What follows belongs to an exercise in optimizing a design on an open flow for small area and a short achievable clock period; a production flow would make more cautious choices. At most, simulation tests tie the RTL to the original design; equivalence was not proved. Power and IR drop assume default switching activity.

==> flow/design.v (excerpt) <==
module scratchpad_mem (
  input  logic                            clk,
  input  logic                            rst_n,
  input  logic                            ld_addr_valid,
  output logic                            ld_addr_ready,
  input  logic [2+16-1:0] ld_addr_data,
  output logic                            ld_data_valid,
  input  logic                            ld_data_ready,
  output logic [2+32-1:0] ld_data_data,
  output logic                            ld_done_valid,
  input  logic                            ld_done_ready,
  output logic [2-1:0]            ld_done_data,
  input  logic                            st_addr_valid,
  output logic                            st_addr_ready,
  input  logic [2+16-1:0] st_addr_data,
  input  logic                            st_data_valid,
  output logic                            st_data_ready,
  input  logic [2+32-1:0] st_data_data,
  output logic                            st_done_valid,
  ...
Size: roughly 5400 cells after synthesis, ~2600 flip-flops, ~140 I/O pins, ~94000 um2 of cells after synthesis.
==> module store_lane_queue, before the edit <==
module store_lane_queue (
  input  logic                             clk,
  input  logic                             rst_n,
  input  logic                             addr_enq,
  input  logic [$clog2(64)-1:0] addr_idx,
  input  logic                             data_enq,
  input  logic [32-1:0]            data_elem,
  output logic                             addr_full,
  output logic                             data_full,
  output logic                             pair_req,
  output logic [$clog2(64)-1:0] head_idx,
  output logic [32-1:0]            head_elem,
  output logic                             deadlock_hit,
  input  logic                             pop
);
  localparam int IW = $clog2(64);
  logic [IW-1:0]         addr_q [4];
  logic [32-1:0] data_q [4];
  logic [2:0] addr_wp;
  logic [2:0] data_wp;
  logic [2:0] rp;
  logic [1:0] head;
  logic       addr_empty;
  logic       data_empty;
  logic [5:0] dl_cnt;
  always_ff @(posedge clk) begin
    for (int e = 0; e < 4; e++) begin
      if (addr_enq && addr_wp[1:0] == 2'(e)) addr_q[e] <= addr_idx;
      if (data_enq && data_wp[1:0] == 2'(e)) data_q[e] <= data_elem;
    end
  end
  always_ff @(posedge clk or negedge rst_n) begin
    if (!rst_n) begin
      addr_wp  <= '0;
      data_wp  <= '0;
      rp       <= '0;
    end else begin
      if (addr_enq) addr_wp <= addr_wp + 3'd1;
      if (data_enq) data_wp <= data_wp + 3'd1;
      if (pop)      rp      <= rp + 3'd1;
    end
  end
  assign addr_empty = (addr_wp == rp);
  assign data_empty = (data_wp == rp);
  assign addr_full  = (addr_wp == {!rp[2], rp[1:0]});
  assign data_full  = (data_wp == {!rp[2], rp[1:0]});
  assign pair_req   = !addr_empty && !data_empty;
  assign head = rp[1:0];
  always_comb begin
    head_idx  = '0;
    head_elem = '0;
    for (int e = 0; e < 4; e++) begin
      head_idx  = head_idx  | (addr_q[e] & {IW{head == 2'(e)}});
      head_elem = head_elem | (data_q[e] & {32{head == 2'(e)}});
    end
  end
  always_ff @(posedge clk or negedge rst_n) begin
    if (!rst_n) begin
      dl_cnt <= '0;
    end else if (addr_empty ^ data_empty) begin
      if (!dl_cnt[5]) dl_cnt <= dl_cnt + 6'd1;
    end else begin
      dl_cnt <= '0;
    end
  end
  assign deadlock_hit = dl_cnt[5];
endmodule
clock: 5.5 ns
lec_check: 0
cap_margin: 20
core_margin: 2
core_utilization: 40
cts_buf_list: sky130_fd_sc_hd__clkbuf_8
cts_cluster_diameter: 60
cts_cluster_size: 16
setup_slack_margin: 1.5
slew_margin: 20
synth_hierarchical: 1
run.sh (not shown) runs the stock make flow with config.mk's settings and CLKGATE_MAP_FILE= SYNTH_SCRIPT=/design/flow/synth_recipe.tcl, a recipe that flattens the netlist after the stock synthesis.
Next try:
--- a/flow/design.v
+++ b/flow/design.v
@@ -17,17 +17,18 @@
   localparam int IW = $clog2(64);
   logic [IW-1:0]         addr_q [4];
   logic [32-1:0] data_q [4];
-  logic [2:0] addr_wp;
-  logic [2:0] data_wp;
-  logic [2:0] rp;
-  logic [1:0] head;
+  logic [1:0] addr_wp;
+  logic [1:0] data_wp;
+  logic [1:0] rp;
+  logic [3:0] addr_th;    
+  logic [3:0] data_th;
   logic       addr_empty;
   logic       data_empty;
   logic [5:0] dl_cnt;
   always_ff @(posedge clk) begin
     for (int e = 0; e < 4; e++) begin
-      if (addr_enq && addr_wp[1:0] == 2'(e)) addr_q[e] <= addr_idx;
-      if (data_enq && data_wp[1:0] == 2'(e)) data_q[e] <= data_elem;
+      if (addr_enq && addr_wp == 2'(e)) addr_q[e] <= addr_idx;
+      if (data_enq && data_wp == 2'(e)) data_q[e] <= data_elem;
     end
   end
   always_ff @(posedge clk or negedge rst_n) begin
@@ -35,24 +36,29 @@
       addr_wp  <= '0;
       data_wp  <= '0;
       rp       <= '0;
+      addr_th  <= '0;
+      data_th  <= '0;
     end else begin
-      if (addr_enq) addr_wp <= addr_wp + 3'd1;
-      if (data_enq) data_wp <= data_wp + 3'd1;
-      if (pop)      rp      <= rp + 3'd1;
-    end
-  end
-  assign addr_empty = (addr_wp == rp);
-  assign data_empty = (data_wp == rp);
-  assign addr_full  = (addr_wp == {!rp[2], rp[1:0]});
-  assign data_full  = (data_wp == {!rp[2], rp[1:0]});
+      if (addr_enq) addr_wp <= addr_wp + 2'd1;
+      if (data_enq) data_wp <= data_wp + 2'd1;
+      if (pop)      rp      <= rp + 2'd1;
+      if (addr_enq && !pop)      addr_th <= {addr_th[2:0], 1'b1};
+      else if (!addr_enq && pop) addr_th <= {1'b0, addr_th[3:1]};
+      if (data_enq && !pop)      data_th <= {data_th[2:0], 1'b1};
+      else if (!data_enq && pop) data_th <= {1'b0, data_th[3:1]};
+    end
+  end
+  assign addr_empty = !addr_th[0];
+  assign data_empty = !data_th[0];
+  assign addr_full  = addr_th[3];
+  assign data_full  = data_th[3];
   assign pair_req   = !addr_empty && !data_empty;
-  assign head = rp[1:0];
   always_comb begin
     head_idx  = '0;
     head_elem = '0;
     for (int e = 0; e < 4; e++) begin
-      head_idx  = head_idx  | (addr_q[e] & {IW{head == 2'(e)}});
-      head_elem = head_elem | (data_q[e] & {32{head == 2'(e)}});
+      head_idx  = head_idx  | (addr_q[e] & {IW{rp == 2'(e)}});
+      head_elem = head_elem | (data_q[e] & {32{rp == 2'(e)}});
     end
   end
   always_ff @(posedge clk or negedge rst_n) begin
Effect:
- The new run went through all stages and came out clean
- power fell by 45%
- design area came out lower by 0.45%
- critical path depth falls by 2
- sequential cell count rose by 15
- fmax climbs by 3.3%
- cell count barely changes


The RTL this note starts from:
==> flow/design.v <==
`timescale 1ns/10ps
module store_lane_queue (
  input  logic                             clk,
  input  logic                             rst_n,
  input  logic                             addr_enq,
  input  logic [$clog2(64)-1:0] addr_idx,
  input  logic                             data_enq,
  input  logic [32-1:0]            data_elem,
  output logic                             addr_full,
  output logic                             data_full,
  output logic                             pair_req,
  output logic [$clog2(64)-1:0] head_idx,
  output logic [32-1:0]            head_elem,
  output logic                             deadlock_hit,
  input  logic                             pop
);
  localparam int IW = $clog2(64);
  logic [IW-1:0]         addr_q [4];
  logic [32-1:0] data_q [4];
  logic [1:0] addr_wp;
  logic [1:0] data_wp;
  logic [1:0] rp;
  logic [3:0] addr_th;    
  logic [3:0] data_th;
  logic       addr_empty;
  logic       data_empty;
  logic [5:0] dl_cnt;
  always_ff @(posedge clk) begin
    for (int e = 0; e < 4; e++) begin
      if (addr_enq && addr_wp == 2'(e)) addr_q[e] <= addr_idx;
      if (data_enq && data_wp == 2'(e)) data_q[e] <= data_elem;
    end
  end
  always_ff @(posedge clk or negedge rst_n) begin
    if (!rst_n) begin
      addr_wp  <= '0;
      data_wp  <= '0;
      rp       <= '0;
      addr_th  <= '0;
      data_th  <= '0;
    end else begin
      if (addr_enq) addr_wp <= addr_wp + 2'd1;
      if (data_enq) data_wp <= data_wp + 2'd1;
      if (pop)      rp      <= rp + 2'd1;
      if (addr_enq && !pop)      addr_th <= {addr_th[2:0], 1'b1};
      else if (!addr_enq && pop) addr_th <= {1'b0, addr_th[3:1]};
      if (data_enq && !pop)      data_th <= {data_th[2:0], 1'b1};
      else if (!data_enq && pop) data_th <= {1'b0, data_th[3:1]};
    end
  end
  assign addr_empty = !addr_th[0];
  assign data_empty = !data_th[0];
  assign addr_full  = addr_th[3];
  assign data_full  = data_th[3];
  assign pair_req   = !addr_empty && !data_empty;
  always_comb begin
    head_idx  = '0;
    head_elem = '0;
    for (int e = 0; e < 4; e++) begin
      head_idx  = head_idx  | (addr_q[e] & {IW{rp == 2'(e)}});
      head_elem = head_elem | (data_q[e] & {32{rp == 2'(e)}});
    end
  end
  always_ff @(posedge clk or negedge rst_n) begin
    if (!rst_n) begin
      dl_cnt <= '0;
    end else if (addr_empty ^ data_empty) begin
      if (!dl_cnt[5]) dl_cnt <= dl_cnt + 6'd1;
    end else begin
      dl_cnt <= '0;
    end
  end
  assign deadlock_hit = dl_cnt[5];
endmodule
`timescale 1ns/10ps
module scratchpad_array (
  input  logic                             clk,
  input  logic [64-1:0]         wr_oh,
  input  logic [32-1:0]            wr_elem,
  input  logic [$clog2(64)-1:0] rd_idx,
  output logic [32-1:0]            rd_elem
);
  localparam int EW = 32;
  logic [EW-1:0] mem [64];
  logic [5:0]    idx_n;
  logic [7:0]    hi_n;
  logic [7:0]    lo_n;
  logic [64-1:0] wl;
  always_ff @(posedge clk) begin
    for (int w = 0; w < 64; w++)
      if (wr_oh[w]) mem[w] <= wr_elem;
  end
  for (genvar k = 0; k < 6; k++) begin : g_inv
    sp_inv inv_i (.a(rd_idx[k]), .y(idx_n[k]));
  end
  for (genvar i = 0; i < 8; i++) begin : g_pre
    sp_nand3 lo_i (
      .a(i[0] ? rd_idx[0] : idx_n[0]),
      .b(i[1] ? rd_idx[1] : idx_n[1]),
      .c(i[2] ? rd_idx[2] : idx_n[2]),
      .y(lo_n[i])
    );
    sp_nand3 hi_i (
      .a(i[0] ? rd_idx[3] : idx_n[3]),
      .b(i[1] ? rd_idx[4] : idx_n[4]),
      .c(i[2] ? rd_idx[5] : idx_n[5]),
      .y(hi_n[i])
    );
  end
  for (genvar w = 0; w < 64; w++) begin : g_wl
    sp_nor2 wl_i (.a(hi_n[w/8]), .b(lo_n[w%8]), .y(wl[w]));
  end
  for (genvar b = 0; b < EW; b++) begin : g_bit
    logic [7:0]  t1;
    logic [3:0]  t2;
    for (genvar j = 0; j < 8; j++) begin : g_l1
      sp_ao8 g_i (
        .s(wl[8*j +: 8]),
        .d({mem[8*j+7][b], mem[8*j+6][b], mem[8*j+5][b], mem[8*j+4][b],
            mem[8*j+3][b], mem[8*j+2][b], mem[8*j+1][b], mem[8*j][b]}),
        .y(t1[j])
      );
    end
    for (genvar j = 0; j < 4; j++) begin : g_l2
      sp_nor2 g_i (.a(t1[2*j]), .b(t1[2*j+1]), .y(t2[j]));
    end
    sp_nand4 g_l3 (.a(t2[0]), .b(t2[1]), .c(t2[2]), .d(t2[3]), .y(rd_elem[b]));
  end
endmodule
module sp_inv (input logic a, output logic y);
  assign y = ~a;
endmodule
module sp_nor2 (input logic a, input logic b, output logic y);
  assign y = ~(a | b);
endmodule
module sp_nand3 (input logic a, input logic b, input logic c, output logic y);
  assign y = ~(a & b & c);
endmodule
module sp_nand4 (input logic a, input logic b, input logic c, input logic d, output logic y);
  assign y = ~(a & b & c & d);
endmodule
module sp_ao8 (input logic [7:0] s, input logic [7:0] d, output logic y);
  assign y = |(s & d);
endmodule
`timescale 1ns/10ps
module error_latch (
  input  logic        clk,
  input  logic        rst_n,
  input  logic        tag_oob,
  input  logic        deadlock,
  output logic        error_valid,
  output logic [15:0] error_code
);
  logic [1:0] code;
  always_ff @(posedge clk or negedge rst_n) begin
    if (!rst_n) begin
      error_valid <= 1'b0;
      code        <= 2'd0;
    end else if (!error_valid && (tag_oob || deadlock)) begin
      error_valid <= 1'b1;
      code        <= tag_oob ? 2'd1 : 2'd2;
    end
  end
  assign error_code = {14'd0, code};
endmodule
`timescale 1ns/10ps
module scratchpad_mem (
  input  logic                            clk,
  input  logic                            rst_n,
  input  logic                            ld_addr_valid,
  output logic                            ld_addr_ready,
  input  logic [2+16-1:0] ld_addr_data,
  output logic                            ld_data_valid,
  input  logic                            ld_data_ready,
  output logic [2+32-1:0] ld_data_data,
  output logic                            ld_done_valid,
  input  logic                            ld_done_ready,
  output logic [2-1:0]            ld_done_data,
  input  logic                            st_addr_valid,
  output logic                            st_addr_ready,
  input  logic [2+16-1:0] st_addr_data,
  input  logic                            st_data_valid,
  output logic                            st_data_ready,
  input  logic [2+32-1:0] st_data_data,
  output logic                            st_done_valid,
  input  logic                            st_done_ready,
  output logic [2-1:0]            st_done_data,
  output logic                            error_valid,
  output logic [15:0]                     error_code
);
  localparam int IW = $clog2(64);
  localparam int NP = 3;
  localparam int EW = 32;
  logic [1:0]       ld_tag, sa_tag, sd_tag;
  logic             ld_ok, sa_ok, sd_ok;
  logic [NP-1:0]    addr_enq, data_enq, addr_full, data_full;
  logic [NP-1:0]    req, dl, pop, sel_oh;
  logic [IW-1:0]    head_idx  [NP];
  logic [EW-1:0]    head_elem [NP];
  logic [IW-1:0]    wr_idx;
  logic [EW-1:0]    wr_elem;
  logic [64-1:0] wr_oh;
  logic [EW-1:0]    rd_elem;
  assign ld_tag        = ld_addr_data[17:16];
  assign ld_ok         = !(ld_tag[1] && ld_tag[0]);
  assign ld_addr_ready = ld_ok && ld_data_ready && ld_done_ready;
  assign ld_data_valid = ld_addr_valid && ld_ok && ld_done_ready;
  assign ld_done_valid = ld_addr_valid && ld_ok && ld_data_ready;
  assign ld_data_data  = {ld_tag, rd_elem};
  assign ld_done_data  = ld_tag;
  assign sa_tag = st_addr_data[17:16];
  assign sd_tag = st_data_data[33:32];
  assign sa_ok  = !(sa_tag[1] && sa_tag[0]);
  assign sd_ok  = !(sd_tag[1] && sd_tag[0]);
  assign st_addr_ready = sa_ok && !addr_full[sa_tag];
  assign st_data_ready = sd_ok && !data_full[sd_tag];
  for (genvar i = 0; i < NP; i++) begin : g_lane
    assign addr_enq[i] = st_addr_valid && (sa_tag == 2'(i)) && !addr_full[i];
    assign data_enq[i] = st_data_valid && (sd_tag == 2'(i)) && !data_full[i];
    store_lane_queue lane_i (
      .clk, .rst_n,
      .addr_enq(addr_enq[i]), .addr_idx(st_addr_data[IW-1:0]),
      .data_enq(data_enq[i]), .data_elem(st_data_data[EW-1:0]),
      .addr_full(addr_full[i]), .data_full(data_full[i]),
      .pair_req(req[i]), .head_idx(head_idx[i]), .head_elem(head_elem[i]),
      .deadlock_hit(dl[i]), .pop(pop[i])
    );
  end
  assign sel_oh[0] = req[0];
  assign sel_oh[1] = req[1] && !req[0];
  assign sel_oh[2] = req[2] && !req[1] && !req[0];
  assign st_done_valid = |req;
  assign st_done_data  = {!req[0] && !req[1], !req[0] && req[1]};
  assign pop           = sel_oh & {NP{st_done_ready}};
  always_comb begin
    wr_idx  = '0;
    wr_elem = '0;
    for (int i = 0; i < NP; i++) begin
      wr_idx  = wr_idx  | (head_idx[i]  & {IW{sel_oh[i]}});
      wr_elem = wr_elem | (head_elem[i] & {EW{sel_oh[i]}});
    end
  end
  logic [7:0] wr_hi, wr_lo;
  logic       wr_go;
  assign wr_go = st_done_ready && (|req);
  for (genvar i = 0; i < 8; i++) begin : g_wdec
    assign wr_hi[i] = (wr_idx[5:3] == 3'(i));
    assign wr_lo[i] = wr_go && (wr_idx[2:0] == 3'(i));
  end
  for (genvar w = 0; w < 64; w++) begin : g_wsel
    assign wr_oh[w] = wr_hi[w/8] && wr_lo[w%8];
  end
  scratchpad_array array_i (
    .clk, .wr_oh, .wr_elem, .rd_idx(ld_addr_data[IW-1:0]), .rd_elem
  );
  error_latch error_i (
    .clk, .rst_n,
    .tag_oob((ld_addr_valid && !ld_ok) || (st_addr_valid && !sa_ok) || (st_data_valid && !sd_ok)),
    .deadlock(|dl), .error_valid, .error_code
  );
endmodule
clock: 5.5 ns
lec_check: 0
cap_margin: 20
core_margin: 2
core_utilization: 40
cts_buf_list: sky130_fd_sc_hd__clkbuf_16
cts_cluster_diameter: 80
cts_cluster_size: 30
setup_slack_margin: 1.5
slew_margin: 20
synth_hierarchical: 1
The baseline went through all stages and came out clean.
Change:
--- a/flow/design.v
+++ b/flow/design.v
@@ -80,44 +80,48 @@
   input  logic [$clog2(64)-1:0] rd_idx,
   output logic [32-1:0]            rd_elem
 );
   localparam int EW = 32;
   logic [EW-1:0] mem [64];
-  logic [5:0]    idx_n;
-  logic [7:0]    hi_n;
-  logic [7:0]    lo_n;
-  logic [64-1:0] wl;
+  localparam int NC = 4;
+  localparam int DG = EW / NC;
+  logic [64-1:0] wl [NC];
   always_ff @(posedge clk) begin
     for (int w = 0; w < 64; w++)
       if (wr_oh[w]) mem[w] <= wr_elem;
   end
-  for (genvar k = 0; k < 6; k++) begin : g_inv
-    sp_inv inv_i (.a(rd_idx[k]), .y(idx_n[k]));
-  end
-  for (genvar i = 0; i < 8; i++) begin : g_pre
-    sp_nand3 lo_i (
-      .a(i[0] ? rd_idx[0] : idx_n[0]),
-      .b(i[1] ? rd_idx[1] : idx_n[1]),
-      .c(i[2] ? rd_idx[2] : idx_n[2]),
-      .y(lo_n[i])
-    );
-    sp_nand3 hi_i (
-      .a(i[0] ? rd_idx[3] : idx_n[3]),
-      .b(i[1] ? rd_idx[4] : idx_n[4]),
-      .c(i[2] ? rd_idx[5] : idx_n[5]),
-      .y(hi_n[i])
-    );
-  end
-  for (genvar w = 0; w < 64; w++) begin : g_wl
-    sp_nor2 wl_i (.a(hi_n[w/8]), .b(lo_n[w%8]), .y(wl[w]));
+  for (genvar c = 0; c < NC; c++) begin : g_dec
+    logic [5:0] idx_n;
+    logic [7:0] hi_n;
+    logic [7:0] lo_n;
+    for (genvar k = 0; k < 6; k++) begin : g_inv
+      sp_inv inv_i (.a(rd_idx[k]), .y(idx_n[k]));
+    end
+    for (genvar i = 0; i < 8; i++) begin : g_pre
+      sp_nand3 lo_i (
+        .a(i[0] ? rd_idx[0] : idx_n[0]),
+        .b(i[1] ? rd_idx[1] : idx_n[1]),
+        .c(i[2] ? rd_idx[2] : idx_n[2]),
+        .y(lo_n[i])
+      );
+      sp_nand3 hi_i (
+        .a(i[0] ? rd_idx[3] : idx_n[3]),
+        .b(i[1] ? rd_idx[4] : idx_n[4]),
+        .c(i[2] ? rd_idx[5] : idx_n[5]),
+        .y(hi_n[i])
+      );
+    end
+    for (genvar w = 0; w < 64; w++) begin : g_wl
+      sp_nor2 wl_i (.a(hi_n[w/8]), .b(lo_n[w%8]), .y(wl[c][w]));
+    end
   end
   for (genvar b = 0; b < EW; b++) begin : g_bit
     logic [7:0]  t1;
     logic [3:0]  t2;
     for (genvar j = 0; j < 8; j++) begin : g_l1
       sp_ao8 g_i (
-        .s(wl[8*j +: 8]),
+        .s(wl[b/DG][8*j +: 8]),
         .d({mem[8*j+7][b], mem[8*j+6][b], mem[8*j+5][b], mem[8*j+4][b],
             mem[8*j+3][b], mem[8*j+2][b], mem[8*j+1][b], mem[8*j][b]}),
         .y(t1[j])
       );
     end
@@ -228,11 +232,11 @@
   end
   assign sel_oh[0] = req[0];
   assign sel_oh[1] = req[1] && !req[0];
   assign sel_oh[2] = req[2] && !req[1] && !req[0];
   assign st_done_valid = |req;
-  assign st_done_data  = {!req[0] && !req[1], !req[0] && req[1]};
+  assign st_done_data  = {sel_oh[2], sel_oh[1]};
   assign pop           = sel_oh & {NP{st_done_ready}};
   always_comb begin
     wr_idx  = '0;
     wr_elem = '0;
     for (int i = 0; i < NP; i++) begin
Result: Count of clock-buffer cells in the layout falls by 5; total power falls slightly; flip-flop and latch count stays the same; utilization stays flat; cell area rises slightly; non-clock buffer count falls by 58; setup slack gets better by 0.16 ns.
Only the layout flow was run in the second run of this note; the RTL was not checked for function there.

-- separate check: timing with driven ports --
Ports are ideal in the flow. The routed layouts listed here were re-timed in OpenROAD. Step 1 sets driving cells, clkbuf_16 on the clock port and buf_2 on the other inputs (assumed; they add their load-dependent delay and slew). Step 2 adds t to the input delays and takes it off the output delays; t is the mean of the earliest and latest rising clock arrival at the registers after step 1. Input paths then give back, and output paths get back, about the clock's delay inside the block. a / b / c = no drivers / after step 1 / after step 2; a / b = the first two.
run | t, ns | setup WS [ns] | hold slack, ns
the first run of note 1 | 1.053 | 0.991 / 0.926 / 0.926 | 0.422 / 0.360 / 0.495
the second run of note 1 | 1.081 | 1.133 / 1.060 / 1.060 | 0.299 / 0.235 / 0.519
the first run of note 2 | 0.905 | 0.830 / 0.787 / 0.787 | 0.456 / 0.382 / 0.518
the second run of note 2 | 0.875 | 0.989 / 0.922 / 0.922 | 0.495 / 0.433 / 0.513
After both steps every run listed still meets setup and hold. For the second run of note 1, which loses most, drivers alone change the setup slack by -0.073 ns; drivers and shift together by -0.073 ns.
